What follows belongs to an exercise in optimizing a design on an open flow for small area, a short achievable clock period and few clock cycles per item; a production flow would make more cautious choices.
RTL that was checked went through simulation tests only; none was proved equivalent to the original.
Power figures rest on the tool's default switching activity, not on a simulated workload.

## peer_retry_backoff_scheduler_top
module peer_retry_backoff_scheduler_top (
  input  logic         clk,
  input  logic         rst,
  input  logic         s_tvalid,
  output logic         s_tready,
  input  logic [95:0]  s_tdata,
  input  logic [1:0]   s_tuser,
  output logic         m_tvalid,
  input  logic         m_tready,
  output logic [63:0]  m_tdata,
  output logic [1:0]   m_tuser,
  output logic         m_tlast,
  input  logic         cfg_valid,
  output logic         cfg_ready,
  input  logic [1:0]   cfg_index,
  input  logic [15:0]  cfg_data
);
For scale: roughly 190 I/O pins, ~51000 um2 of cells after synthesis.
==> flow/config.mk <==
export PLATFORM = sky130hd
export DESIGN_NAME = peer_retry_backoff_scheduler_top
export DESIGN_NICKNAME = peer_retry_backoff_scheduler_top
export VERILOG_FILES = /design/flow/design.v
export SDC_FILE = /design/flow/constraint.sdc
export NUM_CORES = 4
export LEC_CHECK = 0
export CAP_MARGIN = 20
export CORE_MARGIN = 2
export CORE_UTILIZATION = 40
export SETUP_SLACK_MARGIN = 5
export SLEW_MARGIN = 20
==> flow/constraint.sdc <==
create_clock -name core_clock -period 10.0 [get_ports {clk}]
set_input_delay 2.0000 -clock core_clock [delete_from_list [all_inputs] [get_ports {clk}]]
set_output_delay 2.0000 -clock core_clock [all_outputs]
set_load 0.01 [all_outputs]
run.sh (not shown) runs the stock make flow with config.mk's settings and CLKGATE_MAP_FILE= SYNTH_SCRIPT=/design/flow/synth_recipe.tcl, a recipe that flattens the netlist after the stock synthesis.
Testbench counts at the start, summed over its fixed seeds: cycles 10,336, items 8,000.
Edit:
--- a/flow/design.v
+++ b/flow/design.v
@@ -182,18 +182,18 @@
   wire drain_busy = |drain;
   wire out_free   = !ov || m_tready;
   wire is_send = iv && iop == 2'd0;
   wire is_comp = iv && iop == 2'd1;
   wire is_tick = iv && iop == 2'd2;
   wire run_pre  = !drain_busy && !(is_tick && pv);
   wire need_out = is_send || is_tick;
   wire run      = iv && run_pre && (!need_out || out_free);
-  logic rdy_a, rdy_b;
-  assign s_tready = rdy_a || (rdy_b && m_tready);
+  wire rdy_a = !iv || (run_pre && (!need_out || !ov));
+  assign s_tready = rdy_a || (run_pre && m_tready);
   wire take = s_tready && s_tvalid;
   logic [24:0] base_l;
   wire        pcap = prem > retry_limit;
   wire [24:0] bv   = base_l >> prem;
   logic       cap_ge_bv;
   prbs_ge #(16) u_ovf (.a(backoff_cap), .b(bv[15:0]), .ge(cap_ge_bv));
   wire use_cap = pcap || (|bv[24:16]) || !cap_ge_bv;
   logic [15:0] nd_b, nd_c, pnow_inc;
@@ -244,24 +244,22 @@
   wire send_run  = run && is_send;
   wire send_wr   = send_run && send_ok;
   wire comp_run  = run && is_comp && any_hit;
   wire comp_fail = comp_run && !iok;
   wire send_pre = is_send && !drain_busy && send_ok;
   wire [N-1:0] alloc = (send_pre && !any_hit) ? free1 : '0;
   wire [N-1:0] usel = (drain_busy || is_tick) ? e1 : hit;
   wire comp_ctx = !drain_busy && !is_tick;
-  logic [3:0] cnext [N];
   logic [3:0] rnext [N];
   logic [3:0] rsel;
   always_comb begin
     rsel = '0;
     for (int i = 0; i < N; i++) begin
-      cnext[i] = remz[i] ? retry_limit : rem[i];
-      rnext[i] = comp_ctx ? cnext[i] : drain_busy ? rem[i] : rem[i] - 4'd1;
+      rnext[i] = comp_ctx ? (remz[i] ? retry_limit : rem[i]) : rem[i] - 4'd1;
       if (usel[i]) rsel = rsel | rnext[i];
     end
   end
   logic [7:0]  lsel;
   logic [47:0] msel;
   always_comb begin
     lsel = '0;
     msel = '0;
@@ -316,59 +314,43 @@
           armed[i] <= 1'b0;
         end
         if (comp_run && hit[i]) armed[i] <= !iok;
         if (tick_first && t_disarm[i]) armed[i] <= 1'b0;
       end
       if (alloc[i]) mac[i] <= imac;
       if (send_pre && wsel[i]) len[i] <= ilen;
       if ((send_pre && wsel[i]) || (comp_run && hit[i] && iok)) rem[i] <= 4'd0;
-      else if (comp_fail && hit[i]) rem[i] <= cnext[i];
-      else if (tick_first && t_emit[i]) rem[i] <= rem[i] - 4'd1;
+      else if ((comp_fail && hit[i]) || (emit_now && e1[i])) rem[i] <= rnext[i];
       if (pv && psel[i]) due[i] <= new_due;
     end
   end
   always_ff @(posedge clk) begin
     if (rst) begin
       drain <= '0;
       pv    <= 1'b0;
     end else begin
       if (tick_first || drain_step) drain <= erest;
       pv <= comp_fail || emit_now;
     end
     psel <= usel;
     prem <= rsel;
     if (run) pnow <= inow;
   end
-  wire [N-1:0] drain_n = (tick_first || drain_step) ? erest : drain;
-  wire         iv_n    = s_tready ? s_tvalid : iv;
-  wire [1:0]   iop_n   = take ? s_tuser : iop;
-  wire         pv_n    = comp_fail || emit_now;
-  wire         ov_n    = (emit_now || send_run) || (ov && !m_tready);
-  wire         pre_n   = !(|drain_n) && !(iop_n == 2'd2 && pv_n);
-  always_ff @(posedge clk) begin
-    if (rst) begin
-      rdy_a <= 1'b1;
-      rdy_b <= 1'b0;
-    end else begin
-      rdy_a <= !iv_n || (pre_n && (!(iop_n == 2'd0 || iop_n == 2'd2) || !ov_n));
-      rdy_b <= pre_n;
-    end
-  end
   always_ff @(posedge clk) begin
     if (rst) ov <= 1'b0;
     else if (emit_now || send_run) ov <= 1'b1;
     else if (m_tready) ov <= 1'b0;
     if (emit_now) begin
       okind <= 2'd1;
       oerr  <= 2'd0;
       oidx  <= enc(e1);
       olen  <= lsel;
       omac  <= msel;
-      olast <= drain_busy ? (erest == '0) : ((t_emit & (t_emit - N'(1))) == '0);
+      olast <= (erest == '0);
     end else if (send_run) begin
       okind <= send_ok ? 2'd0 : 2'd2;
       oerr  <= send_err;
       oidx  <= send_ok ? enc(wsel) : 3'd0;
       omac  <= imac;
       olen  <= send_ok ? ilen : 8'd0;
       olast <= 1'b1;
     end
Final area decreases by 0.56%.
Maximum frequency hardly moves.
Synthesized cell count stays flat.
Routed wire length decreases by 0.73%.
Power decreases by 1.5%.
Clock power decreases by about 1%.
Die area decreases by 0.50%.
Sequential share of layout area increases by 0.21 points.
Non-clock buffer count decreases by 2.
Count of clock-buffer cells in the layout decreases by 19.
No functional check of the RTL was part of the second run of this note.

* * *

Setup of sierra:
peer_retry_backoff_scheduler_top with an RTL version that a note above also has.
For scale: ~1,000 flip-flops, ~0.051 mm² of cells after synthesis.
make LEC_CHECK=0 CAP_MARGIN=20 CORE_MARGIN=2 CORE_UTILIZATION=60 PLACE_DENSITY=0.72 SETUP_SLACK_MARGIN=5 SLEW_MARGIN=20 finish   # period 10.0 ns
Input changes introduced in indigo (baseline for comparison: sierra):
-- flow/design.v --
<<< sierra, line 163
  logic [N-1:0] imatch;    
  logic         iprev;     
  logic         ialloc;    
  logic [N-1:0] drain;
  logic         pv;
  logic [N-1:0] psel;
  logic [3:0]   prem;      
  logic [31:0]  pnow;
  logic         ov;
>>> indigo, line 163
  logic [N-1:0] imatch;    
  logic         iprev;     
  logic [N-1:0] ialloc;    
  logic [N-1:0] drain;
  logic         pv;
  logic [N-1:0] psel;
  logic [31:0]  pnow;
  logic         ov;
<<< sierra, line 175
  logic [7:0]   olen;
  logic         olast;
  assign cfg_ready = 1'b1;
  assign m_tvalid  = ov;
  assign m_tdata   = {3'b000, olen, omac, oidx, oerr};
  assign m_tuser   = okind;
  assign m_tlast   = olast;
>>> indigo, line 174
  logic [7:0]   olen;
  logic         olast;
  logic [N-1:0] osel;
  logic [47:0] tmac;
  always_comb begin
    tmac = '0;
    for (int i = 0; i < N; i++) if (osel[i]) tmac = tmac | mac[i];
  end
  wire oretx = |osel;
  assign cfg_ready = 1'b1;
  assign m_tvalid  = ov;
  assign m_tdata   = {3'b000, olen, oretx ? tmac : omac, oidx, oerr};
  assign m_tuser   = okind;
  assign m_tlast   = olast;
<<< sierra, line 188
  wire need_out = is_send || is_tick;
  wire run      = iv && run_pre && (!need_out || out_free);
  wire rdy_a = !iv || (run_pre && (!need_out || !ov));
  assign s_tready = rdy_a || (run_pre && m_tready);
  wire take = s_tready && s_tvalid;
  logic [24:0] base_l;
  wire        pcap = prem > retry_limit;
  wire [24:0] bv   = base_l >> prem;
>>> indigo, line 194
  wire need_out = is_send || is_tick;
  wire run      = iv && run_pre && (!need_out || out_free);
  assign s_tready = !iv || run;
  wire take = s_tready && s_tvalid;
  logic [24:0] base_l;
  logic [3:0]  prem;
  always_comb begin
    prem = '0;
    for (int i = 0; i < N; i++) if (psel[i]) prem = prem | rem[i];
  end
  wire        pcap = prem > retry_limit;
  wire [24:0] bv   = base_l >> prem;
<<< sierra, line 210
  always_comb begin
    for (int i = 0; i < N; i++) begin
      hit[i]    = used[i] && ((ialloc && (i == N-1 || !used[(i+1)%N])) ? iprev : imatch[i]);
      freev[i]  = !used[i];
      due_ok[i] = inow[31] ^ due[i][31] ^ ge_due[i];
>>> indigo, line 220
  always_comb begin
    for (int i = 0; i < N; i++) begin
      hit[i]    = used[i] && (ialloc[i] ? iprev : imatch[i]);
      freev[i]  = !used[i];
      due_ok[i] = inow[31] ^ due[i][31] ^ ge_due[i];
<<< sierra, line 246
  wire comp_run  = run && is_comp && any_hit;
  wire comp_fail = comp_run && !iok;
  wire send_pre = is_send && !drain_busy && send_ok;
  wire [N-1:0] alloc = (send_pre && !any_hit) ? free1 : '0;
  wire [N-1:0] usel = (drain_busy || is_tick) ? e1 : hit;
  wire comp_ctx = !drain_busy && !is_tick;
  logic [3:0] rnext [N];
  logic [3:0] rsel;
  always_comb begin
    rsel = '0;
    for (int i = 0; i < N; i++) begin
      rnext[i] = comp_ctx ? (remz[i] ? retry_limit : rem[i]) : rem[i] - 4'd1;
      if (usel[i]) rsel = rsel | rnext[i];
    end
  end
  logic [7:0]  lsel;
  logic [47:0] msel;
  always_comb begin
    lsel = '0;
    msel = '0;
    for (int i = 0; i < N; i++) if (e1[i]) begin
      lsel = lsel | len[i];
      msel = msel | mac[i];
    end
  end
  always_ff @(posedge clk) begin
>>> indigo, line 256
  wire comp_run  = run && is_comp && any_hit;
  wire comp_fail = comp_run && !iok;
  wire [N-1:0] alloc = (send_wr && !any_hit) ? free1 : '0;
  wire [N-1:0] usel = (drain_busy || is_tick) ? e1 : hit;
  logic [7:0] lsel;
  always_comb begin
    lsel = '0;
    for (int i = 0; i < N; i++) if (e1[i]) lsel = lsel | len[i];
  end
  always_ff @(posedge clk) begin
<<< sierra, line 301
      imatch <= smatch;
      iprev  <= (imac == s_tdata[47:0]);
      ialloc <= |alloc;
    end
  end
>>> indigo, line 295
      imatch <= smatch;
      iprev  <= (imac == s_tdata[47:0]);
      ialloc <= alloc;
    end
  end
<<< sierra, line 318
      end
      if (alloc[i]) mac[i] <= imac;
      if (send_pre && wsel[i]) len[i] <= ilen;
      if ((send_pre && wsel[i]) || (comp_run && hit[i] && iok)) rem[i] <= 4'd0;
      else if ((comp_fail && hit[i]) || (emit_now && e1[i])) rem[i] <= rnext[i];
      if (pv && psel[i]) due[i] <= new_due;
    end
>>> indigo, line 312
      end
      if (alloc[i]) mac[i] <= imac;
      if (send_wr && wsel[i]) len[i] <= ilen;
      if ((send_wr && wsel[i]) || (comp_run && hit[i] && iok)) rem[i] <= 4'd0;
      else if (comp_fail && hit[i]) rem[i] <= remz[i] ? retry_limit : rem[i];
      else if (emit_now && e1[i]) rem[i] <= rem[i] - 4'd1;
      if (pv && psel[i]) due[i] <= new_due;
    end
<<< sierra, line 333
    end
    psel <= usel;
    prem <= rsel;
    if (run) pnow <= inow;
  end
>>> indigo, line 328
    end
    psel <= usel;
    if (run) pnow <= inow;
  end
<<< sierra, line 345
      oidx  <= enc(e1);
      olen  <= lsel;
      omac  <= msel;
      olast <= (erest == '0);
    end else if (send_run) begin
      okind <= send_ok ? 2'd0 : 2'd2;
>>> indigo, line 339
      oidx  <= enc(e1);
      olen  <= lsel;
      olast <= (erest == '0);
      osel  <= e1;
    end else if (send_run) begin
      okind <= send_ok ? 2'd0 : 2'd2;
<<< sierra, line 354
      olen  <= send_ok ? ilen : 8'd0;
      olast <= 1'b1;
    end
  end
>>> indigo, line 348
      olen  <= send_ok ? ilen : 8'd0;
      olast <= 1'b1;
      osel  <= '0;
    end
  end
Findings:
Delta (indigo minus sierra): arrival time reported for the critical path endpoint barely changed; worst path required time barely changed; sequential fraction of total cell area dropped 0.31 points.
Changes observed in indigo relative to sierra: total wirelength of the detailed-routed design has decreased; average wire per standard cell has decreased; post-synthesis average cell area has increased.
For the count of different cell masters after synthesis, indigo came in 11 higher than sierra did.
For highest clock frequency the design can meet, indigo and sierra come out practically identical.
indigo ends up with a design area that is 1.9% higher than in sierra.
Diff sierra and indigo: worst setup slack higher in sierra
Compared to sierra, indigo has final critical-path required period 0.0060 ns higher.
NOTE mean number of vias per cell sierra->indigo increased by a few percent
No run of this note included a check of the RTL's function; only the layout flow was run.

-- what the ideal ports hide --
The results above use ideal ports. As a check the final layouts listed here were re-extracted and re-timed, cells and wires unchanged. Step 1 (the two cells are an assumption about what drives the block):
set clk [get_ports {clk}]
set_driving_cell -lib_cell sky130_fd_sc_hd__clkbuf_16 $clk
set_driving_cell -lib_cell sky130_fd_sc_hd__buf_2 [delete_from_list [all_inputs] $clk]
Step 2 moves the port delays by t, midway between the first and last clock arrival at a register: inputs arrive t later, outputs are due t later. That takes back most of the time a late clock gives input paths. Slacks: ideal / step 1 / step 2; pairs: ideal / step 1.
run | t, ns | setup slack, ns | worst setup path after step 2
the first run of note 1 | 0.797 | 5.068 / 5.068 / 4.721 | input to register
the second run of note 1 | 0.812 | 5.064 / 5.064 / 4.744 | input to register
sierra | 0.770 | 4.982 / 4.971 / 4.626 | input to register
indigo | 0.760 | 4.976 / 4.976 / 4.630 | input to register
After both steps every run listed still meets setup and hold. For sierra, which loses most, drivers alone change the setup slack by -0.011 ns; drivers and shift together by -0.356 ns.
